Context: an optimization exercise on an open-source flow, tuned for small area, a short achievable clock period and few clock cycles per item. The choices shown serve that exercise and are no tape-out recipe.
Function was checked by simulation only, so behaviour that the tests miss may differ from the original.
Power figures rest on the tool's default switching activity, not on a simulated workload.

==> flow/design.v (excerpt) <==
module conv_top (
  input  logic clk,
  input  logic rst_n,
  input  logic [15:0] ifmap_dat,
  input  logic ifmap_vld,
  output logic ifmap_rdy,
  input  logic [15:0] weights_dat,
  input  logic weights_vld,
  output logic weights_rdy,
  output logic [31:0] ofmap_dat,
  output logic ofmap_vld,
  input  logic ofmap_rdy
);
  function automatic logic [24:0] booth_enc(input logic [15:0] y);
    logic [24:0] e;
    e[0] = y[0] ^ 1'b0;
    e[1] = (y[1] & ~y[0] & ~1'b0) | (~y[1] & y[0] & 1'b0);
    e[2] = y[1];
    e[3] = y[2] ^ y[1];
    e[4] = (y[3] & ~y[2] & ~y[1]) | (~y[3] & y[2] & y[1]);
    e[5] = y[3];
    e[6] = y[4] ^ y[3];
    e[7] = (y[5] & ~y[4] & ~y[3]) | (~y[5] & y[4] & y[3]);
    e[8] = y[5];
    e[9] = y[6] ^ y[5];
    e[10] = (y[7] & ~y[6] & ~y[5]) | (~y[7] & y[6] & y[5]);
    e[11] = y[7];
    e[12] = y[8] ^ y[7];
    e[13] = (y[9] & ~y[8] & ~y[7]) | (~y[9] & y[8] & y[7]);
    e[14] = y[9];
    e[15] = y[10] ^ y[9];
    e[16] = (y[11] & ~y[10] & ~y[9]) | (~y[11] & y[10] & y[9]);
    e[17] = y[11];
    e[18] = y[12] ^ y[11];
    e[19] = (y[13] & ~y[12] & ~y[11]) | (~y[13] & y[12] & y[11]);
    e[20] = y[13];
    e[21] = y[14] ^ y[13];
    e[22] = (y[15] & ~y[14] & ~y[13]) | (~y[15] & y[14] & y[13]);
    e[23] = y[15];
    e[24] = y[15];    booth_enc = e;
  endfunction
  logic [1:0] ph;   
  always_ff @(posedge clk or negedge rst_n) begin
    if (!rst_n) ph <= 2'd0;
    else ph <= ph + 2'd1;
  end
  logic [15:0] x_in;
  logic x_in_v;
  logic [15:0] a0, a1, a2, a3;   
  logic [2:0] a_n;
  logic [24:0] h0, h1, h2, h3;   
  logic hv;
  logic [1:0] lp_oc;   
  logic [2:0] lp_pix;   
  logic pix_avail, hfree, hload, go, x_moved;
  logic [2:0] q_nx;
  logic [15:0] w_in;
  logic w_in_v;
  logic [4:0] n_ins;   
  logic [3:0] sdone;   
  logic [3:0] wval;   
  logic ins, sfull, xfer, w_busy_nx, ins_nx;
  logic [4:0] n_ins_nx;
  logic [15:0] wr0_0, wr0_1, wr0_2, wr0_3;
  logic [15:0] wr1_0, wr1_1, wr1_2, wr1_3;
  logic [15:0] wr2_0, wr2_1, wr2_2, wr2_3;
  logic [15:0] wr3_0, wr3_1, wr3_2, wr3_3;
  logic [15:0] ws0_0, ws0_1, ws0_2, ws0_3;
  logic [15:0] ws1_0, ws1_1, ws1_2, ws1_3;
  logic [15:0] ws2_0, ws2_1, ws2_2, ws2_3;
  logic [15:0] ws3_0, ws3_1, ws3_2, ws3_3;
  logic [2:0] cred;   
  logic v1, v2;
  logic [31:0] res;
  logic [31:0] oq0, oq1, oq2;   
  logic [1:0] q_rp, q_wp, q_n;
  logic pop, o_free, push;
  ...
clock: 8.0 ns
lec_check: 0
abc_clock_period_in_ps: 2500
cap_margin: 20
core_margin: 2
core_utilization: 55
setup_slack_margin: 5
slew_margin: 20
standard.sh (not shown) runs the stock make flow with config.mk's settings and CLKGATE_MAP_FILE= SYNTH_SCRIPT=/design/flow/synth_recipe.tcl, a recipe that flattens the netlist after the stock synthesis.
==> flow/flow/run.sh <==
#!/bin/bash
# Standard layout, with one netlist step between synthesis and floorplan:
# fa_polarity.py flips full-adder cells (FA(~a,~b,~c) = ~FA(a,b,c)) so that
# fewer inverters sit between them. Registers and other cells are untouched.
set -euo pipefail
WORK=$(pwd)
R=$WORK/orfs/results/$FLOW_PLATFORM/conv_top/base
bash standard.sh synth > $WORK/flow_synth.log 2>&1
cp $R/1_2_yosys.v $WORK/yosys_standard.v
python3 $WORK/flow/fa_polarity.py $WORK/yosys_standard.v $R/1_2_yosys.v > $WORK/fa_polarity.log 2>&1
rm -f $R/1_synth.odb $R/1_synth.sdc
bash standard.sh finish > $WORK/flow_layout.log 2>&1
Other scripts of this flow, unchanged in this note and not shown: flow/flow/fa_polarity.py
Testbench counts at the start, summed over its fixed seeds: cycles 4,304, jobs 128.
Edit:
--- a/flow/design.v
+++ b/flow/design.v
@@ -37,19 +37,20 @@
     e[19] = (y[13] & ~y[12] & ~y[11]) | (~y[13] & y[12] & y[11]);
     e[20] = y[13];
     e[21] = y[14] ^ y[13];
     e[22] = (y[15] & ~y[14] & ~y[13]) | (~y[15] & y[14] & y[13]);
     e[23] = y[15];
     e[24] = y[15];    booth_enc = e;
   endfunction
   logic [1:0] ph;   
+  logic [1:0] ph_nx;
   always_ff @(posedge clk or negedge rst_n) begin
     if (!rst_n) ph <= 2'd0;
-    else ph <= ph + 2'd1;
+    else ph <= ph_nx;
   end
   logic [15:0] x_in;
   logic x_in_v;
   logic [15:0] a0, a1, a2, a3;   
   logic [2:0] a_n;
   logic [24:0] h0, h1, h2, h3;   
   logic hv;
   logic [1:0] lp_oc;   
@@ -1987,17 +1988,18 @@
   assign hfree = !hv || (go && lp_oc == 2'd3);
   assign hload = pix_avail && hfree;
   assign x_moved = x_in_v && (hload || a_n != 3'd4);
   assign q_nx = a_n + {2'b00, x_in_v} + {2'b00, ifmap_rdy} - (hload ? 3'd4 : 3'd0);
   assign ins = w_in_v && !sfull && (ph == n_ins[1:0]);
   assign xfer = sfull && !sdone[ph] && (!wval[ph] || (go && lp_pix == 3'd7));
   assign n_ins_nx = (xfer && ((sdone | (4'b0001 << ph)) == 4'hf)) ? 5'd0 : n_ins + {4'b0000, ins};
   assign w_busy_nx = weights_rdy || (w_in_v && !ins);
-  assign ins_nx = !n_ins_nx[4] && (n_ins_nx[1:0] == ph + 2'd1);
+  assign ins_nx = !n_ins_nx[4] && (n_ins_nx[1:0] == ph_nx);
+  assign ph_nx = (n_ins == 5'd0 && wval == 4'd0 && !w_in_v) ? 2'd0 : ph + 2'd1;
   assign pop = ofmap_vld && ofmap_rdy;
   assign o_free = !ofmap_vld || ofmap_rdy;
   assign push = v2;
   logic [2:0] cred_h, cred_r;
   logic [1:0] rp_h, rp_r, wp_h, wp_r, qn_h, qn_r;
   logic ov_h, ov_r;
   logic [1:0] rp_inc, wp_inc;
   assign rp_inc = (q_rp == 2'd2) ? 2'd0 : q_rp + 2'd1;
The new run passed the timing, design-rule and antenna checks.
Routed wire length barely changes.
Hold slack is about the same.
Global-route usage barely changes.
Die area stays flat.
Power rose by 2.0%.
Testbench counts after the change, summed over its fixed seeds: cycles 4,288, jobs 128.

-- afterwards: timing with drivers on the ports --
How much do the figures lean on ideal ports? The routed layouts below were timed once more, with nothing changed but the port constraints.
Step 1, drivers: a clkbuf_16 drives clk and a buf_2 each remaining input, both assumed.
Step 2 also shifts input and output timing later by t, the mid clock arrival at the registers, as if the neighbouring blocks saw the same clock.
Slacks: no drivers / after step 1 / after step 2; pairs: no drivers / after step 1.
run	t (ns)	setup slack, ns	worst setup path after step 2	cell pins on the clock port's net
the first run	0.777	4.962 / 4.929 / 4.460	input to register	1
the second run	0.769	4.937 / 4.869 / 4.491	input to register	1
After both steps every run listed still meets setup and hold. The setup slack of the first run, which loses most, moves by -0.033 ns with the drivers and by -0.502 ns with both steps.
